What follows belongs to an exercise in optimizing a design on an open flow for small area, a short achievable clock period and few clock cycles; a production flow would make more cautious choices.
In this exercise RTL edits were held to simulation tests only and were not proved equivalent to the original.
Power is estimated from default activity; no workload was simulated.

// rs_alu_top
module rs_alu_top (
  input  logic             in_clk,
  input  logic             in_rst,
  input  logic             dispatch_valid,
  input  logic [2:0]       dispatch_op,
  input  logic             src_a_ready,
  input  ooo_pkg::word_t   src_a_value,
  input  ooo_pkg::tag_t    src_a_tag,
  input  logic             src_b_ready,
  input  ooo_pkg::word_t   src_b_value,
  input  ooo_pkg::tag_t    src_b_tag,
  input  logic             flags_ready,
  input  ooo_pkg::nzcv_t   flags_value,
  input  ooo_pkg::tag_t    flags_tag,
  input  logic             set_nzcv,
  input  ooo_pkg::tag_t    dst_tag,
  input  logic             bcast_valid,
  input  ooo_pkg::tag_t    bcast_tag,
  input  ooo_pkg::word_t   bcast_value,
  input  logic             bcast_set_nzcv,
  input  ooo_pkg::nzcv_t   bcast_nzcv,
  input  logic             flush,
  output logic             full,
  output logic             result_valid,
  output ooo_pkg::tag_t    result_tag,
  output ooo_pkg::word_t   result_value,
  output logic             result_set_nzcv,
  output ooo_pkg::nzcv_t   result_nzcv
);
  logic           issue;
  logic           iss_any;
  logic [2:0]     iss_op;
  ooo_pkg::word_t iss_a;
  ooo_pkg::word_t iss_b;
  ooo_pkg::nzcv_t iss_f;
  logic           iss_set_nzcv;
  ooo_pkg::tag_t  iss_dst;
  logic           xb_valid;
  logic           e_valid;
  ooo_pkg::tag_t  xb_tag;
  ooo_pkg::word_t xb_value;
  logic           xb_set_nzcv;
  ooo_pkg::nzcv_t xb_nzcv;
  logic           ib_valid;
  ooo_pkg::tag_t  ib_tag;
  ooo_pkg::word_t ib_value;
  logic           ib_set_nzcv;
  ooo_pkg::nzcv_t ib_nzcv;
  rs_entry_array u_entry_array (
    .*,
    .res_valid    (result_valid),
    .res_tag      (result_tag),
    .res_value    (result_value),
    .res_set_nzcv (result_set_nzcv),
    .res_nzcv     (result_nzcv)
  );
  alu_exec u_alu_exec (.*);
endmodule
Size: about 7600 cells after synthesis, about 1100 flip-flops, roughly 72000 um^2 of cells after synthesis.
clock: 12.0 ns
lec_check: 0
abc_clock_period_in_ps: 3000
cap_margin: 20
core_margin: 2
core_utilization: 40
cts_cluster_diameter: 100
cts_cluster_size: 20
setup_slack_margin: 5
slew_margin: 20
tns_end_percent: 5
standard.sh (not shown) runs the stock make flow with config.mk's settings and CLKGATE_MAP_FILE= SYNTH_SCRIPT=/design/flow/synth_recipe.tcl, a recipe that flattens the netlist after the stock synthesis.
==> flow/flow/run.sh <==
#!/bin/bash
set -euo pipefail
bash standard.sh SETUP_SLACK_MARGIN=8.0 "BUFFER_PORTS_ARGS=-buffer_cell sky130_fd_sc_hd__buf_2" finish > standard_make.log 2>&1
Testbench counts at the start, summed over its fixed seeds: cycles 25,394.
Rerun with:
==> flow/flow/run.sh (replaced) <==
#!/bin/bash
set -euo pipefail
bash standard.sh SETUP_SLACK_MARGIN=7.6 "BUFFER_PORTS_ARGS=-buffer_cell sky130_fd_sc_hd__buf_2" finish > standard_make.log 2>&1
Result: The new run completed without violations. Global-route usage decreases by 3.3 points. Power goes down by 5.7%. Final cell count fell by 1.8%. Register-to-register slack gets better by 0.11 ns. Via count is lower by 5.7%. Cell area goes down by 4.7%. Count of clock-buffer cells in the layout drops by 1. Die area stays the same. Area after synthesis is unchanged. First-iteration DRC count came out lower by 21%. Worst hold slack improves by 0.0035 ns.

========
v10:
Starting RTL as in the previous note.
==> flow/config.mk <==
export PLATFORM = sky130hd
export DESIGN_NAME = rs_alu_top
export DESIGN_NICKNAME = rs_alu_top
export VERILOG_FILES = /design/flow/design.v
export SDC_FILE = /design/flow/constraint.sdc
export NUM_CORES = 4
export LEC_CHECK = 0
export ABC_CLOCK_PERIOD_IN_PS = 3000
export CAP_MARGIN = 20
export CORE_MARGIN = 2
export CORE_UTILIZATION = 40
export CTS_CLUSTER_DIAMETER = 100
export CTS_CLUSTER_SIZE = 20
export SETUP_SLACK_MARGIN = 5
export SLEW_MARGIN = 20
export TNS_END_PERCENT = 5
==> flow/constraint.sdc <==
create_clock -name core_clock -period 12.0 [get_ports {in_clk}]
set_input_delay 2.4000 -clock core_clock [delete_from_list [all_inputs] [get_ports {in_clk}]]
set_output_delay 2.4000 -clock core_clock [all_outputs]
set_load 0.01 [all_outputs]
==> flow/flow/run.sh <==
#!/bin/bash
set -euo pipefail
bash standard.sh SETUP_SLACK_MARGIN=7.2 "BUFFER_PORTS_ARGS=-buffer_cell sky130_fd_sc_hd__buf_2" finish > standard_make.log 2>&1
Testbench counts of v10, summed over its fixed seeds: cycles 25,394.
The inputs of v35 differ from those of v10 as listed below.
# v10
export LEC_CHECK = 0
export ABC_CLOCK_PERIOD_IN_PS = 3000
export CAP_MARGIN = 20
export CORE_MARGIN = 2
export CORE_UTILIZATION = 40
export CTS_CLUSTER_DIAMETER = 100
export CTS_CLUSTER_SIZE = 20
export SETUP_SLACK_MARGIN = 5
export SLEW_MARGIN = 20
export TNS_END_PERCENT = 5
create_clock -name core_clock -period 12.0 [get_ports {in_clk}]
# v35
export LEC_CHECK = 0
export ABC_CLOCK_PERIOD_IN_PS = 3000
export CAP_MARGIN = 20
export CORE_MARGIN = 2
export CORE_UTILIZATION = 40
export SETUP_SLACK_MARGIN = 5
export SLEW_MARGIN = 20
export TNS_END_PERCENT = 5
create_clock -name core_clock -period 12.0 [get_ports {in_clk}]
==> flow/flow/run.sh <==
#!/bin/bash
set -euo pipefail
bash standard.sh SETUP_SLACK_MARGIN=7.6 "BUFFER_PORTS_ARGS=-buffer_cell sky130_fd_sc_hd__buf_2" finish > standard_make.log 2>&1
--- outcome ---
The later-pin clock latency in the skew report was comparable across v35 and v10. Re sequential element share of the synthesized area: no difference whatsoever between v10 and v35. Re sequential share of layout area: v35 and v10 aren't equal, and the higher value belongs to v10. When the final numbers for v35 and v10 were put side by side, the final-layout clock-cell area share turned out to be greater in v35. Global-route wire length before repair improves in v35 relative to v10. In v35, routing usage on met3 is higher than in v10. Initial antenna violation count in v35 is 5 above v10. v35: slack of the critical path 0.28 ns above v10. v10 -> v35: power increased by more than 10%. Source of the critical timing path: bcast_tag[1] -> v10, bcast_tag[4] -> v35.

==> re-timing with driven ports <==
The flow's constraints put no driver on any port. The routed layouts listed below were extracted and timed again, unchanged, in two steps. Step 1: set_driving_cell puts a clkbuf_16 on in_clk and a buf_2 on each other input, an assumption about the parent block. Step 2, shift: input delay + t, output delay - t, t = (earliest + latest rising clock arrival at the registers) / 2. This alone moves slack from input paths to output paths. Slacks: no drivers / after step 1 / after step 2; pairs: no drivers / after step 1.
| run | shift t [ns] | slack for setup (ns) | cell pins on the clock port's net |
|---|---|---|---|
| the first run of note 1 | 0.817 | 7.089 / 7.144 / 6.339 | 1 |
| the second run of note 1 | 0.820 | 7.184 / 7.254 / 6.442 | 1 |
| v10 | 0.811 | 6.990 / 7.052 / 6.248 | 1 |
| v35 | 0.841 | 7.270 / 7.307 / 6.498 | 1 |
After both steps setup and hold are still met in every run listed. The setup slack of v35, which loses most, moves by +0.037 ns with the drivers and by -0.772 ns with both steps.
